What follows belongs to an exercise in optimizing a design on an open flow for small area; a production flow would make more cautious choices.
Where RTL was checked, it was by simulation tests only, not by an equivalence proof against the original.
Power is estimated from default activity; no workload was simulated.

== Q ==
==> flow/design.v (excerpt) <==
module noc_cmd_parser #(
    parameter int         DEPTH     = 256,
    parameter int         FRAMES    = 8,
    parameter logic [7:0] PERM_BASE = noc_sw_pkg::DEF_PERM_BASE,
    parameter int         NUM_PORTS = 4
) (
    input  logic        clk,
    input  logic        reset_n,
    input  logic        noc_to_dev_ctl,
    input  logic [7:0]  noc_to_dev_data,
    output logic        out_valid,
    input  logic        out_ready,
    output logic [8:0]  out_word,
    output logic [1:0]  out_port,
    output logic        out_sop,
    output logic        out_eop,
    output logic        drop_pulse
);
    localparam int AW = $clog2(DEPTH);
    localparam int FW = $clog2(FRAMES);
    noc_sw_pkg::parser_state_e r_state;
    noc_sw_pkg::parser_state_e w_state_nxt;
    logic [7:0]    r_cnt;
    logic [7:0]    w_cnt_nxt;
    logic [5:0]    r_hdr;       
    logic          r_drop;
    logic [AW:0]   r_wr;        
    logic [AW:0]   w_wr_nxt;
    logic [AW:0]   r_cm;        
    logic [AW:0]   r_rd;        
    logic [AW:0]   w_used;
    logic [FW:0]   r_nfr;       
    logic          w_we;
    logic [7:0]    w_wdata;
    logic          w_commit;
    logic          w_drop;
    logic          w_hdr;
    logic          w_in_frame;
    logic          w_op_ok;
    logic          w_room;
    logic          w_dest_ok;
    logic [1:0]    w_dest_idx;
    logic [7:0]    w_len;
    logic [AW+1:0] w_need;
    logic [7:0]    w_rdata;
    logic          w_empty;
    logic          w_load;
    logic          w_dpop;
    logic          w_is_hdr;
    logic [7:0]    r_orem;
    logic [7:0]    w_olen;
    logic          r_sop;
    assign w_hdr      = noc_to_dev_ctl && (noc_to_dev_data != 8'h00);
    assign w_in_frame = (r_state == noc_sw_pkg::DEST) || (r_state == noc_sw_pkg::BODY);
    assign w_op_ok    = (noc_to_dev_data[2:0] == noc_sw_pkg::OP_RD) ||
                        (noc_to_dev_data[2:0] == noc_sw_pkg::OP_WR);
    assign w_len      = noc_sw_pkg::frame_len(noc_to_dev_data[7:6],
                                              noc_to_dev_data[5:3],
  ...
Size: ~4200 cells after synthesis, ~2100 flip-flops, about 27 I/O pins, roughly 78000 sq um of cells after synthesis.
make LEC_CHECK=0 CAP_MARGIN=20 CORE_MARGIN=2 CORE_UTILIZATION=40 CTS_BUF_LIST=sky130_fd_sc_hd__clkbuf_8 CTS_CLUSTER_SIZE=30 SLEW_MARGIN=20 SYNTH_HIERARCHICAL=1 finish   # period 9.0 ns
run.sh (not shown) runs the stock make flow with config.mk's settings and CLKGATE_MAP_FILE= SYNTH_SCRIPT=/design/flow/synth_recipe.tcl, a recipe that flattens the netlist after the stock synthesis.
Edits applied to the flow inputs when going from Q to R:
# Q
export LEC_CHECK = 0
export CAP_MARGIN = 20
export CORE_MARGIN = 2
export CORE_UTILIZATION = 40
export CTS_BUF_LIST = sky130_fd_sc_hd__clkbuf_8
export CTS_CLUSTER_SIZE = 30
export SLEW_MARGIN = 20
export SYNTH_HIERARCHICAL = 1
create_clock -name core_clock -period 9.0 [get_ports {clk}]
# R
export LEC_CHECK = 0
export CAP_MARGIN = 20
export CORE_MARGIN = 2
export CORE_UTILIZATION = 40
export SLEW_MARGIN = 20
export SYNTH_HIERARCHICAL = 1
create_clock -name core_clock -period 9.0 [get_ports {clk}]
[summary]
No stage failed in R, and the final checks on the layout all came back clean.
Total power of R exceeds that of Q by a few percent.
Of R and Q, it is R that has the lower proportion of total power due to net switching.
Global-route usage: Q and R compared, lower one is R
Taking R over Q, the count of clock-buffer cells in the layout ratio works out to 0.67.
R vs. Q: flop-to-flop setup slack increased 0.05 ns; max-slew headroom at the worst pin now sits higher.
Function was not checked in any run of this note: the RTL went through the layout flow alone.

* * *

The RTL this note starts from:
==> flow/design.v <==
package noc_sw_pkg;
    localparam logic [2:0] OP_RD = 3'b001;
    localparam logic [2:0] OP_WR = 3'b010;
    localparam logic [7:0] DEF_PERM_BASE = 8'h40;
    typedef enum logic [1:0] {
        IDLE,
        DEST,
        BODY,
        SKIP
    } parser_state_e;
    function automatic logic [7:0] frame_len(input logic [1:0] a_code,
                                             input logic [2:0] d_code,
                                             input logic       wr);
        logic [7:0] a;
        logic [7:0] d;
        a = 8'd1 << a_code;
        d = 8'd1 << d_code;
        if (wr) begin
            frame_len = a + d + 8'd3;
        end else begin
            frame_len = a + 8'd3;
        end
    endfunction
    function automatic logic [7:0] frame_len_m1(input logic [1:0] a_code,
                                                input logic [2:0] d_code,
                                                input logic       wr);
        logic [7:0] a;
        logic [7:0] d;
        a = 8'd1 << a_code;
        d = wr ? (8'd1 << d_code) : 8'd0;
        frame_len_m1 = a + d + 8'd2;
    endfunction
endpackage
module rewind_fifo #(
    parameter int DEPTH = 256,
    parameter int W     = 8,
    parameter int NB    = 1
) (
    input  logic                      clk,
    input  logic                      i_we,
    input  logic [$clog2(DEPTH)-1:0]  i_waddr,
    input  logic [W-1:0]              i_wdata,
    input  logic [$clog2(DEPTH)-1:0]  i_raddr,
    output logic [W-1:0]              o_rdata
);
    localparam int AW = $clog2(DEPTH);
    localparam int BD = DEPTH / NB;           
    localparam int BW = $clog2(BD);
    localparam int NG = (BD + 2) / 3;         
    logic [W-1:0]      r_mem [DEPTH];
    logic [BD-1:0]     w_rsel;
    logic [NG-1:0]     w_grp_n [NB][W];
    logic [W-1:0]      w_bank [NB];
    always_ff @(posedge clk) begin
        if (i_we) begin
            r_mem[i_waddr] <= i_wdata;
        end
    end
    always_comb begin
        for (int i = 0; i < BD; i++) begin
            w_rsel[i] = (i_raddr[BW-1:0] == BW'(i));
        end
    end
    for (genvar k = 0; k < NB; k++) begin : g_bank
        for (genvar b = 0; b < W; b++) begin : g_bit
            for (genvar g = 0; g < NG; g++) begin : g_grp
                if (3*g+2 < BD) begin : g_3
                    rewind_fifo_aoi u_aoi (
                        .a0 (r_mem[k*BD+3*g][b]),
                        .s0 (w_rsel[3*g]),
                        .a1 (r_mem[k*BD+3*g+1][b]),
                        .s1 (w_rsel[3*g+1]),
                        .a2 (r_mem[k*BD+3*g+2][b]),
                        .s2 (w_rsel[3*g+2]),
                        .y_n(w_grp_n[k][b][g])
                    );
                end else if (3*g+1 < BD) begin : g_2
                    assign w_grp_n[k][b][g] = !((r_mem[k*BD+3*g][b] && w_rsel[3*g]) ||
                                                (r_mem[k*BD+3*g+1][b] && w_rsel[3*g+1]));
                end else begin : g_1
                    assign w_grp_n[k][b][g] = !(r_mem[k*BD+3*g][b] && w_rsel[3*g]);
                end
            end
            assign w_bank[k][b] = !(&w_grp_n[k][b]);
        end
    end
    if (NB == 1) begin : g_one
        assign o_rdata = w_bank[0];
    end else begin : g_sel
        assign o_rdata = w_bank[i_raddr[AW-1:BW]];
    end
endmodule
module rewind_fifo_aoi (
    input  logic a0,
    input  logic s0,
    input  logic a1,
    input  logic s1,
    input  logic a2,
    input  logic s2,
    output logic y_n
);
    assign y_n = !((a0 && s0) || (a1 && s1) || (a2 && s2));
endmodule
module noc_cmd_parser #(
    parameter int         DEPTH     = 256,
    parameter int         FRAMES    = 8,
    parameter logic [7:0] PERM_BASE = noc_sw_pkg::DEF_PERM_BASE,
    parameter int         NUM_PORTS = 4
) (
    input  logic        clk,
    input  logic        reset_n,
    input  logic        noc_to_dev_ctl,
    input  logic [7:0]  noc_to_dev_data,
    output logic        out_valid,
    input  logic        out_ready,
    output logic [8:0]  out_word,
    output logic [1:0]  out_port,
    output logic        out_sop,
    output logic        out_eop,
    output logic        drop_pulse
);
    localparam int AW = $clog2(DEPTH);
    localparam int FW = $clog2(FRAMES);
    noc_sw_pkg::parser_state_e r_state;
    noc_sw_pkg::parser_state_e w_state_nxt;
    logic [7:0]    r_cnt;
    logic [7:0]    w_cnt_nxt;
    logic [5:0]    r_hdr;       
    logic          r_drop;
    logic [AW:0]   r_wr;        
    logic [AW:0]   w_wr_nxt;
    logic [AW:0]   r_cm;        
    logic [AW:0]   r_rd;        
    logic [AW:0]   w_used;
    logic [FW:0]   r_nfr;       
    logic          w_we;
    logic [7:0]    w_wdata;
    logic          w_commit;
    logic          w_drop;
    logic          w_hdr;
    logic          w_in_frame;
    logic          w_op_ok;
    logic          w_room;
    logic          w_dest_ok;
    logic [1:0]    w_dest_idx;
    logic [7:0]    w_len_m1;
    logic [7:0]    w_rdata;
    logic          w_empty;
    logic          w_load;
    logic          w_dpop;
    logic          w_is_hdr;
    logic [7:0]    r_orem;
    logic [7:0]    w_olen_m1;
    logic          r_sop;
    assign w_hdr      = noc_to_dev_ctl && (noc_to_dev_data != 8'h00);
    assign w_in_frame = (r_state == noc_sw_pkg::DEST) || (r_state == noc_sw_pkg::BODY);
    assign w_op_ok    = (noc_to_dev_data[2:0] == noc_sw_pkg::OP_RD) ||
                        (noc_to_dev_data[2:0] == noc_sw_pkg::OP_WR);
    assign w_len_m1   = noc_sw_pkg::frame_len_m1(noc_to_dev_data[7:6],
                                                 noc_to_dev_data[5:3],
                                                 noc_to_dev_data[1]);
    assign w_used     = r_cm - r_rd;
    assign w_room     = (w_used <= (AW+1)'((AW+1)'(DEPTH - 1) - (AW+1)'(w_len_m1))) && !r_nfr[FW];
    assign w_dest_ok  = ({1'b0, noc_to_dev_data} >= {1'b0, PERM_BASE}) &&
                        ({1'b0, noc_to_dev_data} <
                         {1'b0, PERM_BASE} + 9'(NUM_PORTS));
    assign w_dest_idx = noc_to_dev_data[1:0] - PERM_BASE[1:0];
    always_ff @(posedge clk or negedge reset_n) begin
        if (!reset_n) begin
            r_state <= noc_sw_pkg::IDLE;
            r_drop  <= 1'b0;
        end else begin
            r_state <= w_state_nxt;
            r_drop  <= w_drop;
        end
    end
    always_ff @(posedge clk) begin
        r_cnt <= w_cnt_nxt;
        r_wr  <= w_wr_nxt;
        r_hdr <= {noc_to_dev_data[7:3], noc_to_dev_data[1]};
    end
    always_comb begin
        w_state_nxt = r_state;
        w_cnt_nxt   = r_cnt - 8'd1;
        w_wr_nxt    = r_wr + ((r_state == noc_sw_pkg::DEST) ? (AW+1)'(2) : (AW+1)'(1));
        w_we        = 1'b0;
        w_wdata     = noc_to_dev_data;
        w_commit    = 1'b0;
        w_drop      = 1'b0;
        if (w_in_frame && noc_to_dev_ctl) begin
            w_drop      = 1'b1;
            w_state_nxt = noc_sw_pkg::IDLE;
        end
        if (w_hdr) begin
            if (!w_op_ok) begin
                w_drop      = 1'b1;
                w_state_nxt = noc_sw_pkg::SKIP;
            end else if (!w_room) begin
                w_drop      = 1'b1;
                w_state_nxt = noc_sw_pkg::IDLE;
            end else begin
                w_cnt_nxt   = w_len_m1;
                w_wr_nxt    = r_cm;
                w_state_nxt = noc_sw_pkg::DEST;
            end
        end else if (!noc_to_dev_ctl) begin
            case (r_state)
                noc_sw_pkg::DEST: begin
                    if (w_dest_ok) begin
                        w_we        = 1'b1;
                        w_wdata     = {r_hdr, w_dest_idx};
                        w_state_nxt = noc_sw_pkg::BODY;
                    end else begin
                        w_drop      = 1'b1;
                        w_state_nxt = noc_sw_pkg::SKIP;
                    end
                end
                noc_sw_pkg::BODY: begin
                    w_we      = 1'b1;
                    if (r_cnt == 8'd1) begin
                        w_commit    = 1'b1;
                        w_state_nxt = noc_sw_pkg::IDLE;
                    end
                end
                default: ;
            endcase
        end
    end
    rewind_fifo #(
        .DEPTH (DEPTH),
        .W     (8)
    ) u_buf (
        .clk      (clk),
        .i_we     (w_we),
        .i_waddr  (r_wr[AW-1:0]),
        .i_wdata  (w_wdata),
        .i_raddr  (r_rd[AW-1:0]),
        .o_rdata  (w_rdata)
    );
    assign w_empty = (r_rd == r_cm);
    assign w_load  = (!out_valid || out_ready) && !w_empty;
    assign w_dpop  = out_valid && out_ready && out_eop;
    always_ff @(posedge clk or negedge reset_n) begin
        if (!reset_n) begin
            r_cm  <= '0;
            r_rd  <= '0;
            r_nfr <= '0;
        end else begin
            if (w_commit) begin
                r_cm <= w_wr_nxt;    
            end
            r_rd  <= r_rd + (AW+1)'(w_load);
            r_nfr <= r_nfr + (FW+1)'(w_commit) - (FW+1)'(w_dpop);
        end
    end
    assign w_is_hdr = (r_orem == 8'd0);
    assign w_olen_m1 = noc_sw_pkg::frame_len_m1(w_rdata[7:6], w_rdata[5:3], w_rdata[2]);
    always_ff @(posedge clk or negedge reset_n) begin
        if (!reset_n) begin
            out_valid <= 1'b0;
            r_sop     <= 1'b0;
            out_eop   <= 1'b0;
        end else if (w_load) begin
            out_valid <= 1'b1;
            r_sop     <= w_is_hdr;
            out_eop   <= (r_orem == 8'd1);
        end else if (out_ready) begin
            out_valid <= 1'b0;
            r_sop     <= 1'b0;
            out_eop   <= 1'b0;
        end
    end
    always_ff @(posedge clk or negedge reset_n) begin
        if (!reset_n) begin
            r_orem <= '0;
        end else if (w_load && w_is_hdr) begin
            r_orem <= w_olen_m1;
        end else begin
            r_orem <= r_orem - 8'(w_load);
        end
    end
    always_ff @(posedge clk) begin
        if (w_load) begin
            if (w_is_hdr) begin
                out_word[7:0] <= {w_rdata[7:3], 1'b0, w_rdata[2], !w_rdata[2]};
                out_port      <= w_rdata[1:0];
            end else if (r_sop) begin
                out_word[7:0] <= PERM_BASE + 8'(out_port);
            end else begin
                out_word[7:0] <= w_rdata;
            end
        end
    end
    assign out_sop     = r_sop;
    assign out_word[8] = r_sop;
    assign drop_pulse  = r_drop;
endmodule
Settings: LEC_CHECK=0, CAP_MARGIN=20, CORE_MARGIN=2, CORE_UTILIZATION=70, CTS_CLUSTER_DIAMETER=100, CTS_CLUSTER_SIZE=25, PLACE_DENSITY=0.8, SLEW_MARGIN=20, SYNTH_HIERARCHICAL=1; clock period 9.0 ns.
standard.sh (not shown) runs the stock make flow with config.mk's settings and CLKGATE_MAP_FILE= SYNTH_SCRIPT=/design/flow/synth_recipe.tcl, a recipe that flattens the netlist after the stock synthesis.
==> flow/flow/run.sh <==
#!/bin/bash
# The standard layout (the standard.sh: ORFS synthesis through finish),
# with one change: clock tree synthesis runs without dummy loads, using the
# same sink clustering as config.mk's CTS_CLUSTER_SIZE / CTS_CLUSTER_DIAMETER.
# make's full output goes to flow_make.log here; each ORFS step keeps its own
# log under orfs/logs/.
set -euo pipefail
export CTS_ARGS="-sink_clustering_enable -repair_clock_nets -dont_use_dummy_load -sink_clustering_size 25 -sink_clustering_max_diameter 100"
bash standard.sh finish > flow_make.log 2>&1
Then changed:
CORE_UTILIZATION = 60   (was 70)
Worst setup slack gains 200 ps.
Routed wire length goes up by 1.6%.
Flip-flop and latch count is unchanged.
Cell count goes up by 4.3%.
Combinational power goes up by about 2%.
Area after synthesis is unchanged.
Register-to-register slack gains 200 ps.
Design area goes up by 0.38%.

-- what the ideal ports hide --
Ports are ideal in the flow. The routed layouts listed here were re-timed in OpenROAD.
Step 1, drivers: a clkbuf_16 drives clk and a buf_2 each remaining input, both assumed.
Step 2 adds t to the input delays and takes it off the output delays; t is the mean of the earliest and latest rising clock arrival at the registers after step 1. Input paths then give back, and output paths get back, about the clock's delay inside the block.
Three values: no drivers, after step 1, after step 2; two values: the first two.
run	shift t [ns]	setup WS [ns]	worst setup path at the end
Q	1.079	1.281 / 1.281 / 1.281	register to register
R	0.918	1.327 / 1.327 / 1.327	register to register
the first run of note 2	0.775	2.382 / 2.382 / 2.382	register to register
the second run of note 2	0.776	2.584 / 2.584 / 2.584	register to register
After both steps every run listed still meets setup and hold.
